Background: an optimization exercise with open tools, aiming at small area and few clock cycles. Do not read the settings as production practice.
Only simulation tests tie the RTL to the original design; equivalence was not proved.
Power and IR drop assume default switching activity.

==> flow/design.v <==
package spd_pkg;
    localparam int PAYLOAD_DEPTH = 32;
    localparam int HALF_DEPTH = (PAYLOAD_DEPTH + 1) / 2;
    localparam int HALF_AW    = $clog2(HALF_DEPTH);
    localparam int RAM_AW     = HALF_AW + 1;
    localparam int RAM_DEPTH  = 1 << RAM_AW;
    localparam int END_BIT = 7;
    localparam logic [1:0] ST_OK        = 2'd0;
    localparam logic [1:0] ST_CHECKSUM  = 2'd1;
    localparam logic [1:0] ST_HEADER    = 2'd2;
    localparam logic [1:0] ST_LENGTH    = 2'd3;
    localparam logic KIND_INERTIAL   = 1'b0;
    localparam logic KIND_QUATERNION = 1'b1;
    localparam logic [7:0] INERTIAL_LEN   = 8'd20;
    localparam logic [7:0] QUATERNION_LEN = 8'd10;
    localparam logic [3:0] INERTIAL_WORDS   = 4'd9;
    localparam logic [3:0] QUATERNION_WORDS = 4'd4;
    localparam logic [3:0] GYRO_WORDS       = 4'd3;
    localparam logic [3:0] FRAC_GYRO      = 4'd4;
    localparam logic [3:0] FRAC_ACCEL_MAG = 4'd11;
    localparam logic [3:0] FRAC_QUAT      = 4'd15;
    localparam logic CFG_INERTIAL_CODE   = 1'b0;
    localparam logic CFG_QUATERNION_CODE = 1'b1;
    typedef struct packed {
        logic [1:0] status;
        logic       kind;
        logic       bank;
    } t_job;
    typedef struct packed {
        logic              en;
        logic [RAM_AW-1:0] addr_odd;
        logic [RAM_AW-1:0] addr_even;
    } t_rd_req;
endpackage
module spd_ram #(
    parameter int WIDTH = 8,
    parameter int DEPTH = 32
) (
    input  logic                     i_clk,
    input  logic                     i_we,
    input  logic [$clog2(DEPTH)-1:0] i_waddr,
    input  logic [WIDTH-1:0]         i_wdata,
    input  logic                     i_re,
    input  logic [$clog2(DEPTH)-1:0] i_raddr,
    output logic [WIDTH-1:0]         o_rdata
);
    logic [WIDTH-1:0] r_mem [DEPTH];
    logic [WIDTH-1:0] r_rdata;
    always_ff @(posedge i_clk) begin
        if (i_we) begin
            r_mem[i_waddr] <= i_wdata;
        end
        if (i_re) begin
            r_rdata <= r_mem[i_raddr];
        end
    end
    assign o_rdata = r_rdata;
endmodule
module spd_emit (
    input  logic                 i_clk,
    input  logic                 i_rst_n,
    input  logic                 i_job_valid,
    input  spd_pkg::t_job        i_job,
    output logic                 o_pend_full,
    output spd_pkg::t_rd_req     o_rd,
    input  logic [7:0]           i_rd_odd,
    input  logic [7:0]           i_rd_even,
    output logic                 o_out_valid,
    input  logic                 i_out_ready,
    output logic [1:0]           o_status,
    output logic                 o_packet_kind,
    output logic [3:0]           o_word_index,
    output logic signed [15:0]   o_word_value,
    output logic [3:0]           o_fraction_bits,
    output logic                 o_last_flag
);
    typedef struct packed {
        logic [1:0] status;
        logic       kind;
        logic [3:0] idx;
        logic [3:0] frac;
        logic       last;
    } t_meta;
    logic          r_busy, n_busy;
    spd_pkg::t_job r_act, n_act;
    logic          r_pend_v, n_pend_v;
    spd_pkg::t_job r_pend, n_pend;
    logic [3:0]    r_k, n_k;
    logic          r_s1_v, n_s1_v;
    t_meta         r_s1, n_s1;
    logic          r_out_v, n_out_v;
    t_meta         r_out, n_out;
    logic [15:0]   r_word, n_word;
    logic          w_adv_out, w_mv_s1, w_issue, w_last, w_ok, w_done, w_free;
    logic [3:0]    w_words, w_k_next;
    t_meta         w_meta;
    always_comb begin
        w_ok      = (r_act.status == spd_pkg::ST_OK);
        w_words   = (r_act.kind == spd_pkg::KIND_QUATERNION) ? spd_pkg::QUATERNION_WORDS
                                                             : spd_pkg::INERTIAL_WORDS;
        w_last    = !w_ok || (r_k == w_words - 4'd1);
        w_adv_out = !r_out_v || i_out_ready;
        w_mv_s1   = r_s1_v && w_adv_out;
        w_issue   = r_busy && (!r_s1_v || w_adv_out);
        w_done    = w_issue && w_last;
        w_free    = !r_busy || w_done;
        w_k_next  = r_k + 4'd1;
        w_meta.status = r_act.status;
        w_meta.kind   = w_ok ? r_act.kind : spd_pkg::KIND_INERTIAL;
        w_meta.idx    = w_ok ? r_k : 4'd0;
        w_meta.last   = w_last;
        if (!w_ok) begin
            w_meta.frac = 4'd0;
        end else if (r_act.kind == spd_pkg::KIND_QUATERNION) begin
            w_meta.frac = spd_pkg::FRAC_QUAT;
        end else if (r_k < spd_pkg::GYRO_WORDS) begin
            w_meta.frac = spd_pkg::FRAC_GYRO;
        end else begin
            w_meta.frac = spd_pkg::FRAC_ACCEL_MAG;
        end
        o_rd.en        = w_issue && w_ok;
        o_rd.addr_odd  = {r_act.bank, spd_pkg::HALF_AW'(r_k)};
        o_rd.addr_even = {r_act.bank, spd_pkg::HALF_AW'(w_k_next)};
    end
    always_comb begin
        n_busy   = r_busy;
        n_act    = r_act;
        n_pend_v = r_pend_v;
        n_pend   = r_pend;
        n_k      = r_k;
        if (w_issue) begin
            n_k = w_last ? 4'd0 : w_k_next;
        end
        if (w_free) begin
            if (r_pend_v) begin
                n_busy   = 1'b1;
                n_act    = r_pend;
                n_pend_v = i_job_valid;
                n_pend   = i_job;
            end else if (i_job_valid) begin
                n_busy = 1'b1;
                n_act  = i_job;
            end else begin
                n_busy = 1'b0;
            end
        end else if (i_job_valid) begin
            n_pend_v = 1'b1;
            n_pend   = i_job;
        end
    end
    always_comb begin
        n_s1_v  = r_s1_v;
        n_s1    = r_s1;
        n_out_v = r_out_v;
        n_out   = r_out;
        n_word  = r_word;
        if (w_issue) begin
            n_s1_v = 1'b1;
            n_s1   = w_meta;
        end else if (w_mv_s1) begin
            n_s1_v = 1'b0;
        end
        if (w_mv_s1) begin
            n_out_v = 1'b1;
            n_out   = r_s1;
            n_word  = (r_s1.status == spd_pkg::ST_OK) ? {i_rd_odd, i_rd_even} : 16'd0;
        end else if (i_out_ready) begin
            n_out_v = 1'b0;
        end
    end
    always_ff @(posedge i_clk) begin
        if (!i_rst_n) begin
            r_busy   <= 1'b0;
            r_pend_v <= 1'b0;
            r_k      <= 4'd0;
            r_s1_v   <= 1'b0;
            r_out_v  <= 1'b0;
        end else begin
            r_busy   <= n_busy;
            r_pend_v <= n_pend_v;
            r_k      <= n_k;
            r_s1_v   <= n_s1_v;
            r_out_v  <= n_out_v;
        end
    end
    always_ff @(posedge i_clk) begin
        r_act  <= n_act;
        r_pend <= n_pend;
        r_s1   <= n_s1;
        r_out  <= n_out;
        r_word <= n_word;
    end
    assign o_pend_full     = r_pend_v;
    assign o_out_valid     = r_out_v;
    assign o_status        = r_out.status;
    assign o_packet_kind   = r_out.kind;
    assign o_word_index    = r_out.idx;
    assign o_word_value    = signed'(r_word);
    assign o_fraction_bits = r_out.frac;
    assign o_last_flag     = r_out.last;
endmodule
module seven_bit_framed_sensor_packet_decoder (
    input  logic                i_clk,
    input  logic                i_rst_n,
    input  logic                i_cfg_we,
    input  logic [0:0]          i_cfg_addr,
    input  logic [7:0]          i_cfg_data,
    input  logic                i_in_valid,
    output logic                o_in_ready,
    input  logic [7:0]          i_rx_byte,
    output logic                o_out_valid,
    input  logic                i_out_ready,
    output logic [1:0]          o_status,
    output logic                o_packet_kind,
    output logic [3:0]          o_word_index,
    output logic signed [15:0]  o_word_value,
    output logic [3:0]          o_fraction_bits,
    output logic                o_last_flag
);
    logic [7:0] r_inert_code, r_quat_code;
    logic [6:0] r_acc, n_acc;
    logic [2:0] r_pcnt, n_pcnt;
    logic [7:0] r_count, n_count;
    logic [7:0] r_sum, n_sum;
    logic [7:0] r_prev, n_prev;
    logic [7:0] r_header, n_header;
    logic       r_bank;
    logic              w_accept, w_has_dec, w_end, w_pend_full;
    logic              w_wr_en;
    logic [13:0]       w_wide;
    logic [2:0]        w_sh;
    logic [7:0]        w_dec;
    logic [6:0]        w_mask;
    logic [spd_pkg::RAM_AW-1:0] w_wr_addr;
    spd_pkg::t_job     w_job;
    spd_pkg::t_rd_req  w_rd;
    logic [7:0]        w_rd_odd, w_rd_even;
    always_ff @(posedge i_clk) begin
        if (!i_rst_n) begin
            r_inert_code <= 8'd9;
            r_quat_code  <= 8'd10;
        end else if (i_cfg_we) begin
            unique case (i_cfg_addr)
                spd_pkg::CFG_INERTIAL_CODE:   r_inert_code <= i_cfg_data;
                spd_pkg::CFG_QUATERNION_CODE: r_quat_code  <= i_cfg_data;
                default: ;
            endcase
        end
    end
    assign o_in_ready = !w_pend_full;
    assign w_accept   = i_in_valid && o_in_ready;
    assign w_end      = w_accept && i_rx_byte[spd_pkg::END_BIT];
    always_comb begin
        w_wide    = {r_acc, i_rx_byte[6:0]};
        w_has_dec = (r_pcnt != 3'd0);
        w_sh      = r_pcnt - 3'd1;
        w_dec     = 8'(w_wide >> w_sh);
        w_mask    = (7'd1 << w_sh) - 7'd1;
        n_acc    = w_has_dec ? (w_wide[6:0] & w_mask) : i_rx_byte[6:0];
        n_pcnt   = w_has_dec ? w_sh : 3'd7;
        n_count  = r_count;
        n_sum    = r_sum;
        n_prev   = r_prev;
        n_header = r_header;
        if (w_has_dec) begin
            if (r_count != 8'hFF) begin
                n_count = r_count + 8'd1;
            end
            if (r_count != 8'd0) begin
                n_sum = r_sum + r_prev;
            end
            n_prev = w_dec;
            if (r_count == 8'd0) begin
                n_header = w_dec;
            end
        end
        w_wr_en   = w_accept && w_has_dec && (32'(r_count) < spd_pkg::PAYLOAD_DEPTH);
        w_wr_addr = {r_bank, r_count[spd_pkg::HALF_AW:1]};
    end
    always_comb begin
        w_job.bank = r_bank;
        w_job.kind = spd_pkg::KIND_INERTIAL;
        if (n_count == 8'd0 || n_sum != n_prev) begin
            w_job.status = spd_pkg::ST_CHECKSUM;
        end else if (n_header == r_inert_code) begin
            w_job.status = (n_count == spd_pkg::INERTIAL_LEN) ? spd_pkg::ST_OK
                                                              : spd_pkg::ST_LENGTH;
        end else if (n_header == r_quat_code) begin
            if (n_count == spd_pkg::QUATERNION_LEN) begin
                w_job.status = spd_pkg::ST_OK;
                w_job.kind   = spd_pkg::KIND_QUATERNION;
            end else begin
                w_job.status = spd_pkg::ST_LENGTH;
            end
        end else begin
            w_job.status = spd_pkg::ST_HEADER;
        end
    end
    always_ff @(posedge i_clk) begin
        if (!i_rst_n) begin
            r_acc   <= 7'd0;
            r_pcnt  <= 3'd0;
            r_count <= 8'd0;
            r_sum   <= 8'd0;
            r_prev  <= 8'd0;
            r_bank  <= 1'b0;
        end else if (w_end) begin
            r_acc   <= 7'd0;
            r_pcnt  <= 3'd0;
            r_count <= 8'd0;
            r_sum   <= 8'd0;
            r_prev  <= 8'd0;
            r_bank  <= !r_bank;
        end else if (w_accept) begin
            r_acc   <= n_acc;
            r_pcnt  <= n_pcnt;
            r_count <= n_count;
            r_sum   <= n_sum;
            r_prev  <= n_prev;
        end
    end
    always_ff @(posedge i_clk) begin
        if (w_accept) begin
            r_header <= n_header;
        end
    end
    spd_ram #(
        .WIDTH(8),
        .DEPTH(spd_pkg::RAM_DEPTH)
    ) u_ram_even (
        .i_clk  (i_clk),
        .i_we   (w_wr_en && !r_count[0]),
        .i_waddr(w_wr_addr),
        .i_wdata(w_dec),
        .i_re   (w_rd.en),
        .i_raddr(w_rd.addr_even),
        .o_rdata(w_rd_even)
    );
    spd_ram #(
        .WIDTH(8),
        .DEPTH(spd_pkg::RAM_DEPTH)
    ) u_ram_odd (
        .i_clk  (i_clk),
        .i_we   (w_wr_en && r_count[0]),
        .i_waddr(w_wr_addr),
        .i_wdata(w_dec),
        .i_re   (w_rd.en),
        .i_raddr(w_rd.addr_odd),
        .o_rdata(w_rd_odd)
    );
    spd_emit u_emit (
        .i_clk          (i_clk),
        .i_rst_n        (i_rst_n),
        .i_job_valid    (w_end),
        .i_job          (w_job),
        .o_pend_full    (w_pend_full),
        .o_rd           (w_rd),
        .i_rd_odd       (w_rd_odd),
        .i_rd_even      (w_rd_even),
        .o_out_valid    (o_out_valid),
        .i_out_ready    (i_out_ready),
        .o_status       (o_status),
        .o_packet_kind  (o_packet_kind),
        .o_word_index   (o_word_index),
        .o_word_value   (o_word_value),
        .o_fraction_bits(o_fraction_bits),
        .o_last_flag    (o_last_flag)
    );
endmodule
==> flow/config.mk <==
export PLATFORM = sky130hd
export DESIGN_NAME = seven_bit_framed_sensor_packet_decoder
export DESIGN_NICKNAME = seven_bit_framed_sensor_packet_decoder
export VERILOG_FILES = /design/flow/design.v
export SDC_FILE = /design/flow/constraint.sdc
export NUM_CORES = 4
export LEC_CHECK = 0
export CAP_MARGIN = 20
export CORE_MARGIN = 2
export CORE_UTILIZATION = 40
export SLEW_MARGIN = 20
==> flow/constraint.sdc <==
create_clock -name core_clock -period 5.0 [get_ports {i_clk}]
set_input_delay 1.0000 -clock core_clock [delete_from_list [all_inputs] [get_ports {i_clk}]]
set_output_delay 1.0000 -clock core_clock [all_outputs]
set_load 0.01 [all_outputs]
==> flow/run.sh <==
#!/bin/bash
# synth_recipe.tcl (not shown) runs the flow's synth.tcl, then flattens the netlist and writes it again
# the make line also repeats each setting of config.mk as NAME=value (left out here)
make -C /OpenROAD-flow-scripts/flow DESIGN_CONFIG=/design/flow/config.mk WORK_HOME=/design/flow/orfs CLKGATE_MAP_FILE= SYNTH_SCRIPT=/design/flow/synth_recipe.tcl finish
==> impl_metrics.toml <==
[layout]
antenna_cells_inserted = 0
final_cell_area_sq_um = 30560
nets = 1642
layout-drive-gt1-share_pct = 24.06
post-route-util_pct = 46.56
multi_input_comb_area_sq_um = 7435
area_delta_synth_final_pct = 15.58
fillerInstances = 5534
regArea_sq_um = 18600
final_cell_count_no_fill = 2518

[yosys]
postSynth.asyncResetShare_pct = 0
largest_cells_by_area_after_synthesis = "sky130_fd_sc_hd__edfxtp_1, sky130_fd_sc_hd__mux4_2, sky130_fd_sc_hd__dfxtp_1"
synth_cell_types = 72
syn-instance-count = 1490
netlist_top_cells_count = "sky130_fd_sc_hd__edfxtp_1, sky130_fd_sc_hd__mux4_2, sky130_fd_sc_hd__nor2_1"
synth.avg_cell_area_sq_um = 17.74
synthesis.area_sq_um = 26440
synthDominantCellAreaShare_pct = 65.88
synth_most_common_cell = "sky130_fd_sc_hd__edfxtp_1"
syn_nets = 1529
ys_ff_latch = 639
synth_largest_area_cell = "sky130_fd_sc_hd__edfxtp_1"
ys_warn_count = 3
synth-main-ff-cell = "sky130_fd_sc_hd__edfxtp_1"
count_of_flip_flops_with_a_built_in_enable_after_synthesis = 580
synth_sequential_area_ratio_pct = 70.35

[setup_path]
worst_ep_required_time_ns = 5.33
timing.critical_path.fanout_max = 16
cp.arrival_ns = 4.74
end_kind = "flop"
timing_worst_setup_path_type = "flop to flop"
crit_path_start_kind = "flop"

[drt]
average_detailed_routed_wire_length_per_instance_um = 22.75
drt.antenna.violating_nets = 0
detailedRoute.firstPassIterationCount = 5
detail_route.wirelength_um = 57290
route.detailed.drc = 0
drt_first_iter_violations = 1100
route.vias.total = 13794
avgViaCountPerCell = 5.478

[clock_network]
clk_slew_on_worst_s_h_paths_ns = 0.06
cts_resized = 0
postCtsSetupBuffers = 0
clkSinkCount = 639
clock_tree_from_tritoncts = "built"
numCtsBuffers = 69
cts.htree.levels = 3
clock_tree.root_cell = "sky130_fd_sc_hd__clkbuf_16"
max-clock-path-buffers = 3
cts.hold.buffers_added = 0
clkLatencyLatePin_ns = 0.59

[placement]
gp_congestion = 0.8274
hpwl_um = 35770
numPlacedInstances = 2396
place.port_buffers = 51
placedInstanceArea_sq_um = 28290

[grt]
groute.usage.overall_pct = 17.28
number_of_antenna_violations_at_the_first_check_in_global_routing = 2
number_of_global_route_vias_before_repair = 13942
grt_start_max_net_pins = 66
wire_length_of_the_first_global_routing_pass_um = 87580
grt-ovfl-total = 0

[power_and_ir_drop]
power.switching_fraction_pct = 21.90
power_frac_clock_pct = 42.1
ir_drop_v = 0.0001995
p_switching_w = 0.002639
power_density_nw_per_um2 = 394.5
seq_power_share_pct = 50.9
combinationalPowerShare_pct = 7.0
p_leak_nw = 9.692
internal_power_w = 0.009415

[floorplan]
core.rowCount = 94
die_h_um = 261.1
fp.dieW_um = 261.1
ioPinCount = 52
start_util_pct = 40.28
fp.coreArea_sq_um = 65630
design.die.area_sq_um = 68170

[timing]
setup_viol = 0
grt_setup_unrepaired = "no"
worst_hold_slack_ns = 0.4131
timing_hold_violations_final = 0
timing_max_transition_violations_final = 0
worst_slew_pin_slew_ns = 0.9779
tmin_final_ns = 4.407
worst_slew_margin_rel_pct = 34.81
finClkSkew_ns = 0.03006
final.period_utilization_pct = 88.15
max_freq_ghz = 0.2269
setup-tns-final_ns = 0

[run_status]
outcome = "timing/DRC/antenna clean"

[worst_hold_path]
min-delay-path-class = "flop to flop"

[run]
cap_viol_max_count = 0
==> flip-flops by register name (all words and copies together), names as in the netlist, 10 cells and up <==
register          flops
u_ram_even.r_mem    256
u_ram_odd.r_mem     256
u_emit.r_word        16
u_emit.r_out         10
u_emit.r_s1          10
==> power by group through the flow <==
stage               logic, W  clock network (W)  registers, W
floorplan           0.000549                  0       0.00623
global placement    0.000822                  0       0.00624
detailed placement  0.000852                  0       0.00625
CTS                 0.000852            0.00520       0.00613
global route        0.000929            0.00540       0.00614
finish              0.000847            0.00507       0.00614
==> per-layer routing <==
| layer | vias to the layer above | wire length [um] | track usage (%) |
|---|---|---|---|
| met3 | 69 | 3095 | 2.816 |
| li1 | 6159 | - | - |
| met1 | 7167 | 25630 | 24.62 |
| met4 | 0 | 1162 | 5.382 |
| met2 | 399 | 27400 | 27.42 |
| met5 | - | 0 | 0 |
==> final timing paths <==
path                                        end  cells after the start  slack (ns)           start
worst min register to register  u_emit.r_out[9]                      0        0.41  u_emit.r_s1[9]
worst min-delay path            u_emit.r_out[9]                      0        0.41  u_emit.r_s1[9]
worst max register to register  u_emit.r_act[2]                     10        0.59       r_pcnt[0]
worst max-delay path            u_emit.r_act[2]                     10        0.59       r_pcnt[0]
==> stage by stage <==
stage,setup slack (ns),power [W]
2_1_floorplan,0.9233,0.006781
3_3_place_gp,0.6941,0.007066
3_5_place_dp,0.5845,0.007100
4_1_cts,0.5874,0.01218
5_1_grt,0.1908,0.01247
6_report,0.5927,0.01205
==> cells in the final DEF, fill, tap and decap left out, drive strengths merged, types with 8 or more instances in the layout <==
cell | netlist | final
a21boi | 14 | 14
nand2 | 84 | 84
nor2 | 118 | 118
buf | 27 | 73
o21ai | 25 | 25
edfxtp | 580 | 580
bufinv | 0 | 8
xnor2 | 30 | 30
nor3 | 24 | 24
xor2 | 21 | 21
dfxtp | 59 | 59
nand3 | 32 | 32
a21oi | 29 | 29
mux2i | 22 | 22
mux4 | 167 | 167
ha | 16 | 16
clkinv | 0 | 30
clkdlybuf4s50 | 0 | 51
inv | 23 | 22
a211oi | 14 | 14
and2 | 27 | 27
mux2 | 21 | 21
clkbuf | 55 | 83
==> kinds of logic (layout without fill, tap and decap cells) <==
group | count (synthesis) | count (layout) | share of synthesized area, %
flip-flops | 639 | 639 | 70.35
AND/OR/NAND/NOR | 339 | 339 | 6.162
multiplexers | 210 | 210 | 15.95
AO/OA/AOI/OAI | 129 | 129 | 3.308
buffers and inverters | 105 | 269 | 1.637
XOR/XNOR | 51 | 51 | 1.761
adder cells (fa/ha/maj) | 17 | 17 | 0.8329
==> worst max-delay path, cell delays in order, from the launching register on <==
cell and delay (ns):
sky130_fd_sc_hd__dfxtp_1 0.51, sky130_fd_sc_hd__inv_2 0.20, sky130_fd_sc_hd__ha_1 0.80, sky130_fd_sc_hd__mux2i_1 0.29, sky130_fd_sc_hd__mux4_2 0.62, sky130_fd_sc_hd__o21ai_1 0.20, sky130_fd_sc_hd__a21oi_1 0.06, sky130_fd_sc_hd__or4_4 0.54
sky130_fd_sc_hd__nor4_4 0.25, sky130_fd_sc_hd__nand4_2 0.21, sky130_fd_sc_hd__o41a_1 0.45
==> cell type report <==
class	count	area share, %
inverters	23	0.2907
clock inverters	39	1.294
clock buffers	83	6.125
flip-flops and latches	639	60.88
repair buffers	124	3.546
multi-input cells	746	24.33
well taps	864	3.538
Testbench counts, summed over its fixed seeds: cycles 7,311.

what the ideal ports hide:
The flow's constraints put no driver on any port. The routed layout listed below was extracted and timed again, unchanged, in two steps.
Step 1: set_driving_cell puts a clkbuf_16 on i_clk and a buf_2 on each other input, an assumption about the parent block.
Step 2, shift: input delay + t, output delay - t, t = (earliest + latest rising clock arrival at the registers) / 2. This alone moves slack from input paths to output paths.
Slacks: ideal / step 1 / step 2; pairs: ideal / step 1.
shift t [ns]: 0.643
slack for setup (ns): 0.593 / 0.593 / 0.593
worst register clock-pin slew, ns: 0.06 / 0.06
After both steps setup and hold are still met in this run. The setup slack of this run moves by 0.000 ns with the drivers and by 0.000 ns with both steps.
